Source: an optimization exercise on an open RTL-to-GDS flow (aim: small area and a short achievable clock period). Production flows keep margins and buffers that such runs may drop.
Function was checked by simulation only, so behaviour that the tests miss may differ from the original.
Power figures rest on the tool's default switching activity, not on a simulated workload.

--- config.mk ---
export PLATFORM = sky130hd
export DESIGN_NAME = data_mem_responder
export DESIGN_NICKNAME = data_mem_responder
export VERILOG_FILES = /design/flow/design.v
export SDC_FILE = /design/flow/constraint.sdc
export NUM_CORES = 4
export LEC_CHECK = 0
export CAP_MARGIN = 20
export CORE_MARGIN = 2
export CORE_UTILIZATION = 65
export CTS_BUF_LIST = sky130_fd_sc_hd__clkbuf_16
export CTS_CLUSTER_DIAMETER = 80
export CTS_CLUSTER_SIZE = 28
export PLACE_DENSITY = 0.75
export SETUP_SLACK_MARGIN = 2.55
export SLEW_MARGIN = 20
export SYNTH_HIERARCHICAL = 1
export SYNTH_MINIMUM_KEEP_SIZE = 0
--- run.sh ---
#!/bin/bash
# synth_recipe.tcl (not shown) runs the flow's synth.tcl, then flattens the netlist and writes it again
# the make line also repeats each setting of config.mk as NAME=value (left out here)
make -C /OpenROAD-flow-scripts/flow DESIGN_CONFIG=/design/flow/config.mk WORK_HOME=/design/flow/orfs CLKGATE_MAP_FILE= SYNTH_SCRIPT=/design/flow/synth_recipe.tcl finish
--- design.v ---
module data_mem_responder (
    input  logic        Clock,
    input  logic        ResetN,
    input  logic        MemRead,
    input  logic        MemWrite,
    input  logic [15:0] Address,
    input  logic [15:0] WriteData,
    output logic [15:0] ReadData,
    output logic        Ready,
    output logic        Error,
    output logic [1:0]  fsm_state
);
    localparam int NGRP = 8;             
    localparam int GW   = 256 / NGRP;    
    logic w1, w2, o0, o1, oe;
    logic [15:0] roww;                   
    logic [15:0] wd_g;                   
    logic acc;
    logic [15:0] row, col;               
    logic [15:0] wdata;
    logic        rd_ok, wr_ok, err_l;
    assign acc = !(w1 || w2 || o1) && (MemRead || MemWrite);
    always_ff @(posedge Clock or negedge ResetN) begin
        if (!ResetN) begin
            w1    <= 1'b0;
            w2    <= 1'b0;
            o0    <= 1'b0;
            o1    <= 1'b0;
            oe    <= 1'b0;
            roww  <= '0;
            wd_g  <= '0;
        end else begin
            w1    <= acc;
            w2    <= w1;
            o0    <= acc || w1;
            o1    <= w2;
            oe    <= w2 && err_l;
            roww  <= row & {16{w2 && wr_ok}};
            wd_g  <= wdata & {16{w2 && wr_ok}};
        end
    end
    assign fsm_state = {o1, o0};
    assign Ready     = o1;
    assign Error     = oe;
    logic req_err;
    assign req_err = (MemRead & MemWrite) | Address[0] | (|Address[15:9]);
    always_ff @(posedge Clock) begin
        if (acc) begin
            row   <= 16'(1) << Address[8:5];
            col   <= 16'(1) << Address[4:1];
            wdata <= WriteData;
            err_l <= req_err;
            rd_ok <= MemRead & !req_err;
            wr_ok <= MemWrite & !req_err;
        end
    end
    logic [255:0] sel, nwe;
    logic [15:0]  rn [128];              
    for (genvar w = 0; w < 256; w++) begin : g_sel
        assign sel[w] = row[w / 16] & col[w % 16];
        assign nwe[w] = !(roww[w / 16] & col[w % 16]);
    end
    for (genvar p = 0; p < 128; p++) begin : g_pair
        dmr_word_pair u_pair (
            .Clock(Clock), .sel(sel[2 * p +: 2]), .nwe(nwe[2 * p +: 2]), .wd(wd_g),
            .rn(rn[p])
        );
    end
    localparam int GP = GW / 2;          
    logic [15:0] part_n [NGRP];
    for (genvar g = 0; g < NGRP; g++) begin : g_grp
        for (genvar b = 0; b < 16; b++) begin : g_bit
            logic [GP-1:0] terms;
            for (genvar k = 0; k < GP; k++) begin : g_term
                assign terms[k] = rn[g * GP + k][b];
            end
            always_ff @(posedge Clock) part_n[g][b] <= &terms;
        end
    end
    logic [15:0] rd_or;
    always_comb begin
        rd_or = '0;
        for (int g = 0; g < NGRP; g++) rd_or = rd_or | ~part_n[g];
    end
    always_ff @(posedge Clock) ReadData <= rd_or & {16{rd_ok}};
endmodule
module dmr_word_pair (
    input  logic        Clock,
    input  logic [1:0]  sel,
    input  logic [1:0]  nwe,
    input  logic [15:0] wd,
    output logic [15:0] rn
);
    logic [15:0] q0, q1;
    always_ff @(posedge Clock) begin
        q0 <= (q0 & {16{nwe[0]}}) | (wd & {16{sel[0]}});
        q1 <= (q1 & {16{nwe[1]}}) | (wd & {16{sel[1]}});
    end
    assign rn = ~((q0 & {16{sel[0]}}) | (q1 & {16{sel[1]}}));
endmodule
--- constraint.sdc ---
create_clock -name core_clock -period 5.0 [get_ports {Clock}]
set_input_delay 1.0000 -clock core_clock [delete_from_list [all_inputs] [get_ports {Clock}]]
set_output_delay 1.0000 -clock core_clock [all_outputs]
set_load 0.01 [all_outputs]
==> run notes <==
==> per-layer routing <==
layer  GRT usage  part of all wire
met1       0.535              0.41
met5           0           0.00034
met2       0.533              0.42
met4       0.157             0.046
met3      0.0932              0.12
==> registers in the layout (all words and copies together), names as in the netlist <==
register and count:
part_n 128, o0 1, oe 1, col 16, err_l 1, w1 1
roww 16, w2 1, ReadData 16, g_pair.u_pair.q0 2048, wdata 16, wd_g 16
rd_ok 1, wr_ok 1, g_pair.u_pair.q1 2048, o1 1, row 16
==> Yosys stat by module, one instance, submodules excluded <==
module | flops+latches | cells inside | times used
dmr_word_pair | 32 | 90 | 128
data_mem_responder | 232 | 1625 | 1
==> where the power goes <==
part	total [mW]	internal, mW	switching [mW]	leakage [nW]
registers	63.0	52.2	10.8	36.4
logic	40.5	18.9	21.6	23.3
clock network	17.8	7.07	10.7	2.62
total	121	78.1	43.1	62.3
==> cell usage after synthesis <==
library cell / count
nor2_1: 19
nor3_1: 12
a22o_2: 768
and3_1: 32
o31ai_1: 1
clkbuf_1: 104
and2_1: 257
buf_4: 514
nor4_1: 131
a211o_1: 1
buf_8: 128
buf_2: 384
nor4b_2: 1
a22oi_1: 2048
nor4_2: 1
nand4_1: 544
a22o_1: 3328
or4_4: 2
dfrtp_1: 37
nand2b_1: 8
dfxtp_1: 4240
edfxtp_1: 51
buf_6: 256
inv_1: 2
o21a_1: 16
nand2_1: 260
==> cells by family after synthesis <==
| group | synth area share |
|---|---|
| AO/OA/AOI/OAI | 0.332 |
| flip-flops | 0.553 |
| buffers and inverters | 0.0696 |
| AND/OR/NAND/NOR | 0.0458 |
==> worst min-delay path by stage <==
stage                 from       to  slack, ns  cells past startpoint
floorplan               w1       w2       0.43                      0
global placement        w1       w2       0.43                      0
detailed placement      w1       w2       0.45                      0
CTS                 ResetN  roww[6]       0.08                      1
global route        ResetN  roww[6]       0.11                      1
finish              ResetN  roww[6]       0.13                      1
==> worst max-delay path, stage by stage, from the launching register on <==
cell	delay, ns
dfrtp_1	1.04
nand2_1	0.85
a22o_2	0.52
==> area by class of cell <==
| class | instances | area [sq um] |
|---|---|---|
| Antenna cell | 11 | 27.5 |
| Clock buffer | 190 | 4750 |
| Clock inverter | 58 | 403 |
| Fill cell | 17900 | 81100 |
| Inverter | 2 | 7.51 |
| Multi-Input combinational cell | 7431 | 60100 |
| Sequential cell | 4328 | 87400 |
| Tap cell | 3185 | 3990 |
| Timing Repair Buffer | 325 | 3200 |
==> metrics by stage <==
step	util	worst slack [ns]	hold WS, ns	power (mW)	area, sq um
after floorplan	-	1.90	0.428	89.0	158000
after global placement	0.637	1.73	0.434	99.6	153000
after detailed placement	0.637	1.70	0.449	102	154000
after CTS	0.661	2.50	0.0807	119	159000
after global routing	0.663	2.49	0.107	126	160000
final	0.663	2.45	0.129	121	160000
==> repair_timing <==
action | CTS | global route
endpoints found under the hold margin | 0 | 0
cloned | 0 | 2
hold buffers | 0 | 0
setup endpoints to repair | 1147 | 93
setup buffers | 52 | 13
pin swaps | 5 | 24
resized for setup | 246 | 90
==> run notes <==
critical path arrival 3.33 ns; Die Ht 497 microns; cell taking the most area after synthesis dfxtp_1; total gr overflow 0; hpwl dp 295000 microns; Post-Syn Nets 13200; final setup violation count 0; I/O pin total 56; sequential share of the synthesized area 0.553; most frequent cells in the layout dfxtp_1, a22o_1, a22oi_1; row cnt 180; share of cells above drive strength 1 0.123; Initial Util 0.655; max cap viols 0; Slew HR 0.226; Worst setup SP type flop; Yosys Warn Count 11; area delta synth->final 1.26%; GP Congestion 0.951; critical path type reg2reg; Peak VDD IR 0.624 mV; Final Cycle Share 0.510; clock slew at reported path FFs 0.10 ns; Hold Fails Final Rpt 0; FMAX 392 MHz; HP Class in2async; CTS H-Tree Depth 4; commonest non-fill, non-tap cell in the layout dfxtp_1; core area 0.241 sq mm; Chip Width 497 microns; Critical path origin roww[13]; Final ANT Viol Nets 0; number of remaining DRC errors 0; RSZ-0062 raised after global routing yes; status finished clean; initial antenna violation count 29; Crit Path Max Fanout 16; reg-to-reg setup timing slack 2.45 ns; Leakage 62.3 nW; clock buffer depth 3; Worst Setup End Kind flop; power density cells 758 mW/mm^2; Mean Syn Cell Area 12.0 sq um; CTS tree yes; Clk Latency, worst-skew pair 0.88 ns; Tmin final 2.55 ns; vias in the first global route 109000; first-pass GRT wire length 719000 microns; Post-Syn Instances 13100; routed len/inst 31.1 microns; largest net degree at the start of global routing 137; clock sinks 4328; Yosys top cell area share 0.538; vias per inst 7.58; vias 118000; Setup Skew 0.0484 ns; fin. max-slew vios 0; Overall Global Routing Usage 0.373; drt total wl 483000 microns; Worst Path Required 5.78 ns; worst r2r path cells 2; PortBufs 55; placed insts 15200; Netlist cell types 26; worst slew pin tran 1.16 ns; Seq cells post-synth 4328; Mapped Area 0.158 sq mm; Final #Nets 12300; Initial DRC Count 17500; first drt pass iteration count 7; cts bufs inserted 177; clk root buf clkbuf_16; worst reg2reg path startpoint roww[13]; Layout Cells excl Fill 15500; die area 0.247 sq mm; Area contributors post-synth dfxtp_1, a22o_1, a22oi_1; final setup TNS 0 ns; r2r endpoint g_pair[107].u_pair.q1[3]; Setup crit end g_pair[107].u_pair.q1[3]

-- re-timing with driven ports --
The flow's constraints put no driver on any port. The routed layout listed below was extracted and timed again, unchanged, in two steps. Step 1 sets driving cells, clkbuf_16 on the clock port and buf_2 on the other inputs (assumed; they add their load-dependent delay and slew). Step 2, shift: input delay + t, output delay - t, t = (earliest + latest rising clock arrival at the registers) / 2. This alone moves slack from input paths to output paths. Slacks: ideal / step 1 / step 2; pairs: ideal / step 1.
shift t [ns]: 0.972
setup WS [ns]: 2.451 / 2.440 / 1.951
hold slack, ns: 0.129 / 0.059 / 0.475
After both steps setup and hold are still met in this run. The setup slack of this run moves by -0.011 ns with the drivers and by -0.500 ns with both steps.
